Context: an optimization exercise on an open-source flow, tuned for small area, a short achievable clock period and few clock cycles per item. The choices shown serve that exercise and are no tape-out recipe.
The RTL of this run was laid out without a check of its function.
Power is estimated from default activity; no workload was simulated.

===== run.sh =====
#!/bin/bash
# synth_recipe.tcl (not shown) runs the flow's synth.tcl, then flattens the netlist and writes it again
# the make line also repeats each setting of config.mk as NAME=value (left out here)
make -C /OpenROAD-flow-scripts/flow DESIGN_CONFIG=/design/flow/config.mk WORK_HOME=/design/flow/orfs CLKGATE_MAP_FILE= SYNTH_SCRIPT=/design/flow/synth_recipe.tcl finish

===== config.mk =====
export PLATFORM = sky130hd
export DESIGN_NAME = double_ended_queue_unit
export DESIGN_NICKNAME = double_ended_queue_unit
export VERILOG_FILES = /design/flow/design.v
export SDC_FILE = /design/flow/constraint.sdc
export NUM_CORES = 4
export LEC_CHECK = 0
export CAP_MARGIN = 20
export CORE_MARGIN = 2
export CORE_UTILIZATION = 40
export SETUP_SLACK_MARGIN = 1.6
export SLEW_MARGIN = 20

===== constraint.sdc =====
create_clock -name core_clock -period 4.0 [get_ports {i_clk}]
set_input_delay 0.8000 -clock core_clock [delete_from_list [all_inputs] [get_ports {i_clk}]]
set_output_delay 0.8000 -clock core_clock [all_outputs]
set_load 0.01 [all_outputs]

===== design.v =====
`default_nettype none
package deq_pkg;
    localparam int DEPTH      = 64;
    localparam int WORD_WIDTH = 32;
    localparam int IDX_W      = $clog2(DEPTH);
    localparam int CNT_W      = $clog2(DEPTH + 1);
    typedef enum logic [2:0] {
        OP_PUSH_FRONT = 3'd0,
        OP_PUSH_BACK  = 3'd1,
        OP_POP_FRONT  = 3'd2,
        OP_POP_BACK   = 3'd3,
        OP_PEEK_FRONT = 3'd4,
        OP_PEEK_BACK  = 3'd5
    } t_op;
    typedef enum logic [1:0] {
        ST_OK    = 2'd0,
        ST_EMPTY = 2'd1,
        ST_FULL  = 2'd2
    } t_status;
endpackage
`default_nettype wire
`default_nettype none
import deq_pkg::*;
module double_ended_queue_unit
(
    input  wire logic                         i_clk,
    input  wire logic                         i_rst_n,
    input  wire logic                         start,
    output logic                              busy,
    input  wire logic        [2:0]            i_operation,
    input  wire logic signed [WORD_WIDTH-1:0] i_push_value,
    output logic                              o_valid,
    output logic             [1:0]            o_status,
    output logic signed      [WORD_WIDTH-1:0] o_peek_value,
    output logic             [CNT_W-1:0]      o_element_count
);
    logic                  c_valid;
    logic                  c_push_f, c_push_b, c_pop_f, c_pop_b, c_peek_f, c_peek_b;
    logic [WORD_WIDTH-1:0] c_value;
    always_ff @(posedge i_clk) begin
        if (!i_rst_n) begin
            c_valid  <= 1'b0;
            c_push_f <= 1'b0;
            c_push_b <= 1'b0;
            c_pop_f  <= 1'b0;
            c_pop_b  <= 1'b0;
            c_peek_f <= 1'b0;
            c_peek_b <= 1'b0;
        end else begin
            c_valid  <= start;
            c_push_f <= start && (i_operation == 3'd0);
            c_push_b <= start && (i_operation == 3'd1);
            c_pop_f  <= start && (i_operation == 3'd2);
            c_pop_b  <= start && (i_operation == 3'd3);
            c_peek_f <= start && (i_operation == 3'd4);
            c_peek_b <= start && (i_operation == 3'd5);
        end
        c_value <= i_push_value;
    end
    logic [IDX_W-1:0] r_head;      
    logic [IDX_W-1:0] r_head_m1;   
    logic [IDX_W-1:0] r_tail;      
    logic [IDX_W-1:0] r_tail_m1;   
    logic [CNT_W-1:0] r_count;
    logic             r_empty;     
    logic             r_full;      
    logic             r_one;       
    logic             r_almost;    
    logic w_pf, w_pb, w_qf, w_qb, w_push, w_pop;
    assign w_pf   = c_push_f && !r_full;
    assign w_pb   = c_push_b && !r_full;
    assign w_qf   = c_pop_f  && !r_empty;
    assign w_qb   = c_pop_b  && !r_empty;
    assign w_push = w_pf || w_pb;
    assign w_pop  = w_qf || w_qb;
    always_ff @(posedge i_clk) begin
        if (!i_rst_n) begin
            r_head    <= '0;
            r_head_m1 <= '1;
            r_tail    <= '0;
            r_tail_m1 <= '1;
            r_count   <= '0;
            r_empty   <= 1'b1;
            r_full    <= 1'b0;
            r_one     <= 1'b0;
            r_almost  <= 1'b0;
        end else begin
            if (w_pf) begin
                r_head    <= r_head_m1;
                r_head_m1 <= r_head_m1 - IDX_W'(1);
            end else if (w_qf) begin
                r_head    <= r_head + IDX_W'(1);
                r_head_m1 <= r_head;
            end
            if (w_pb) begin
                r_tail    <= r_tail + IDX_W'(1);
                r_tail_m1 <= r_tail;
            end else if (w_qb) begin
                r_tail    <= r_tail_m1;
                r_tail_m1 <= r_tail_m1 - IDX_W'(1);
            end
            if (w_push) begin
                r_count  <= r_count + CNT_W'(1);
                r_empty  <= 1'b0;
                r_full   <= r_almost;
                r_one    <= r_empty;
                r_almost <= (r_count == CNT_W'(DEPTH - 2));
            end else if (w_pop) begin
                r_count  <= r_count - CNT_W'(1);
                r_empty  <= r_one;
                r_full   <= 1'b0;
                r_one    <= (r_count == CNT_W'(2));
                r_almost <= r_full;
            end
        end
    end
    logic [WORD_WIDTH-1:0] r_ring [DEPTH];
    for (genvar g = 0; g < DEPTH; g++) begin : g_word
        logic w_we;
        assign w_we = (w_pf && (r_head_m1 == IDX_W'(g))) || (w_pb && (r_tail == IDX_W'(g)));
        always_ff @(posedge i_clk) begin
            if (w_we) r_ring[g] <= c_value;
        end
    end
    logic                  s_valid;
    logic [1:0]            s_status;
    logic [CNT_W-1:0]      s_count;
    logic                  s_peek;
    logic [IDX_W-1:0]      s_raddr;
    always_ff @(posedge i_clk) begin
        if (!i_rst_n) s_valid <= 1'b0;
        else          s_valid <= c_valid;
        s_peek  <= (c_peek_f || c_peek_b) && !r_empty;
        s_raddr <= c_peek_b ? r_tail_m1 : r_head;
        if ((c_push_f || c_push_b) && r_full) begin
            s_status <= ST_FULL;
        end else if ((c_pop_f || c_pop_b || c_peek_f || c_peek_b) && r_empty) begin
            s_status <= ST_EMPTY;
        end else begin
            s_status <= ST_OK;
        end
        if (w_push)     s_count <= r_count + CNT_W'(1);
        else if (w_pop) s_count <= r_count - CNT_W'(1);
        else            s_count <= r_count;
    end
    logic [WORD_WIDTH-1:0] w_rdata;
    always_comb begin
        w_rdata = '0;
        for (int i = 0; i < DEPTH; i++) begin
            if (s_raddr == IDX_W'(i)) w_rdata = w_rdata | r_ring[i];
        end
    end
    logic                  r_valid;
    logic [1:0]            r_status;
    logic [WORD_WIDTH-1:0] r_value;
    logic [CNT_W-1:0]      r_ocount;
    always_ff @(posedge i_clk) begin
        if (!i_rst_n) r_valid <= 1'b0;
        else          r_valid <= s_valid;
        r_status <= s_status;
        r_ocount <= s_count;
        r_value  <= s_peek ? w_rdata : '0;
    end
    assign busy            = 1'b0;
    assign o_valid         = r_valid;
    assign o_status        = r_status;
    assign o_peek_value    = r_value;
    assign o_element_count = r_ocount;
endmodule
`default_nettype wire

==> metrics.yaml <==
status:
  outcome: "no timing/DRC/antenna violations"
power:
  p_int_uw: 36400
  p_leak_uw: 0.0326
  switching_power_uw: 9870
  ir_drop_uv: 417
  switching_share: 0.213
  seqPwrFrac: 0.545
  pwr-share-clk: 0.434
  combPwrFrac: 0.020
  p_per_area_nw_per_um2: 459
timing:
  hold_ws_ns: 0.324
  slew_violations: 0
  max_slew_margin: 0.201
  finalHoldViolCount: 0
  final-setup-viol-count: 0
  post-route-min-period_ns: 2.87
  setup_tns_ns: 0
  rsz0062_at_grt: "true"
  fin_crit_sh: 0.716
  fmax_mhz: 349
  tightest_slew_ns: 1.20
  finClkSkew_ns: 0.104
placed_design:
  post_dp_cell_area_um2: 86900
  io_buffers: 79
  dp_hpwl_um: 191000
  dp_cells: 7221
  place.gp.congestion: 0.938
route:
  ant_nets: 0
  viasPerCell: 6.98
  drcViolationCount: 0
  first_pass_iters: 9
  post_drt_wl_per_cell_um: 45.1
  wirelength_um: 363000
  vias: 56200
  drtIter0Drc: 12800
logic_synthesis:
  synth_cell_type_count: 75
  synth-main-ff-cell: "edfxtp_1"
  ys_warn_count: 2
  syn_inst: 4435
  synth_edf_count: 2048
  async_flop_share: 0
  synth_top_area_share: 0.779
  yosysMostFrequentCell: "edfxtp_1"
  synth_area_um2: 78900
  syn_nets: 4487
  ys_seq_elements: 2181
  yosysTopAreaCell: "edfxtp_1"
  yosys-top-cells-count: "edfxtp_1 (2,048), a22oi_1 (840), nand2_1 (174), nand4_1 (139), clkbuf_1 (136)"
  ys_seq_area_frac: 0.813
  synth_area_per_cell_um2: 17.8
  synth.top_cells.by_area: "edfxtp_1 (78%), a22oi_1 (8.0%), dfxtp_1 (3.4%)"
grt:
  grt_pass1_wl_um: 467000
  grt_max_degree: 65
  grt.total_usage: 0.352
  overflow: 0
  grt_pass1_vias: 50400
  antenna_found_initial: 22
critical_path:
  cp-end-kind: "flop"
  critPathTopFamily: "simple AND/OR/NAND/NOR gates"
  cp_cell_sequence: "buf_12 -> buf_4 -> nor2b_1 -> a22oi_1 -> nor3_1 -> a31oi_1 -> or3_1 -> a41oi_2"
  max_stage_delay_ns: 0.91
  critPathKind: "flop to flop"
  critical_path_buf_inv_count: 2
  cp-start-kind: "flop"
  slowest_stage: "nor2b_1"
  required_ns: 4.78
  worstPathArrival_ns: 3.64
  worstPathMaxFanout: 6
floorplan:
  start_util: 0.401
  die_w_um: 448
  placement_rows: 163
  die_area_um2: 201000
  ioPinCount: 81
  coreArea_um2: 197000
  die_y_um: 448
clock_tree:
  numCtsBuffers: 208
  clk_pin_slew_ns: 0.06
  cts_num_sinks: 2181
  cts_tree: "built"
  clock_path_buffers: 3
  clk_latency_ns: 0.93
  htreeDepth: 4
  cts_root_buf: "clkbuf_16"
finish:
  fin_nets: 5257
  synthToLayoutAreaGrowth_pct: 27.9
  final_area_um2: 101000
  drive_gt1_frac: 0.279
  stdcell_count: 8048
job:
  drv_cap: 0
hold_path:
  min_path_type: "flop to flop"
## layout make-up
| type | instances | area [um2] |
|---|---|---|
| clock inverter | 108 | 1160 |
| tap | 2640 | 3300 |
| antenna | 18 | 45.0 |
| sequential | 2181 | 64300 |
| fill | 15500 | 95700 |
| clock buffer | 287 | 5770 |
| multi-input combinational | 2003 | 16600 |
| timing repair buffer | 795 | 9620 |
| inverter | 16 | 63.8 |
## cells by family after synthesis
logic type      count (synthesis)  synth area share
fa+ha+maj                      14           0.00222
flops                        2181             0.813
other cells                     1         0.0000475
mux                            76            0.0103
buf+inv                       257            0.0144
xor+xnor                       14           0.00155
simple gates                  759            0.0510
compound gates               1133             0.107
## worst paths after layout
path                                 start           to  slack, ns  depth (start not counted)
worst max-delay path            s_raddr[0]  r_value[17]       1.13                          8
worst min-delay path            s_count[6]  r_ocount[6]       0.32                          0
worst max register to register  s_raddr[0]  r_value[17]       1.13                          8
worst min register to register  s_count[6]  r_ocount[6]       0.32                          0
## metrics by stage
| stage | worst slack (ns) | power, uW | util |
|---|---|---|---|
| 3_3_place_gp | 0.300 | 26400 | 0.441 |
| 2_1_floorplan | 0.942 | 25900 | - |
| 6_report | 1.13 | 46300 | 0.513 |
| 4_1_cts | 1.27 | 46100 | 0.502 |
| 3_5_place_dp | 0.326 | 26400 | 0.442 |
| 5_1_grt | 1.27 | 47100 | 0.513 |
## power groups by stage
stage / Sequential (uW) / Combinational (uW) / Clock (uW)
after floorplan: 25600 / 299 / 0
after detailed placement: 25800 / 671 / 0
after global placement: 25800 / 665 / 0
after global routing: 25300 / 942 / 20900
after CTS: 25300 / 833 / 20000
final: 25300 / 948 / 20100
## state kept, by name, indices dropped and copies added (netlist names), 7 cells and up
name / count
c_value: 32
s_count: 7
r_ocount: 7
r_ring: 2048
r_value: 32
r_count: 7
## cell usage in the layout, fill, tap and decap left out, drive strengths merged, types with 66 or more instances in the layout
cell type / Yosys / layout
edfxtp: 2048 / 2048
a22oi: 842 / 842
buf: 104 / 705
clkbuf: 137 / 295
nand2: 175 / 175
nand4: 140 / 140
dfxtp: 133 / 133
nor2: 122 / 123
clkinv: 0 / 78
o22ai: 66 / 66
## timing repair
action / in CTS / in global routing
gates resized for setup: 406 / 208
cloned: 18 / 6
hold buffers: 0 / 0
buffers inserted: 303 / 85
pin swaps: 178 / 122
endpoints found under the setup margin: 1782 / 1054
## metal layers
layer / vias up / share of wire / GRT usage
met5: - / 0.00045 / 0
met4: 24 / 0.085 / 0.237
met3: 1659 / 0.18 / 0.144
met2: 6468 / 0.42 / 0.498
met1: 27900 / 0.32 / 0.443
li1: 20100 / - / -

[afterwards: timing with drivers on the ports]
No port has a modelled driver above. Below, the same layout with a new extraction and two added sets of constraints.
Step 1 sets driving cells, clkbuf_16 on the clock port and buf_2 on the other inputs (assumed; they add their load-dependent delay and slew).
Step 2 times the ports against the registers' clock, not the clock port: input delays grow and output delays shrink by t, the midpoint of the rising clock arrivals with the driver on.
a / b / c = no drivers / after step 1 / after step 2; a / b = the first two.
shift t [ns]: 0.968
setup slack, ns: 1.134 / 1.134 / 1.134
worst setup path at the end: register to register
After both steps this run still meets setup and hold. For this run, drivers alone change the setup slack by 0.000 ns; drivers and shift together by 0.000 ns.
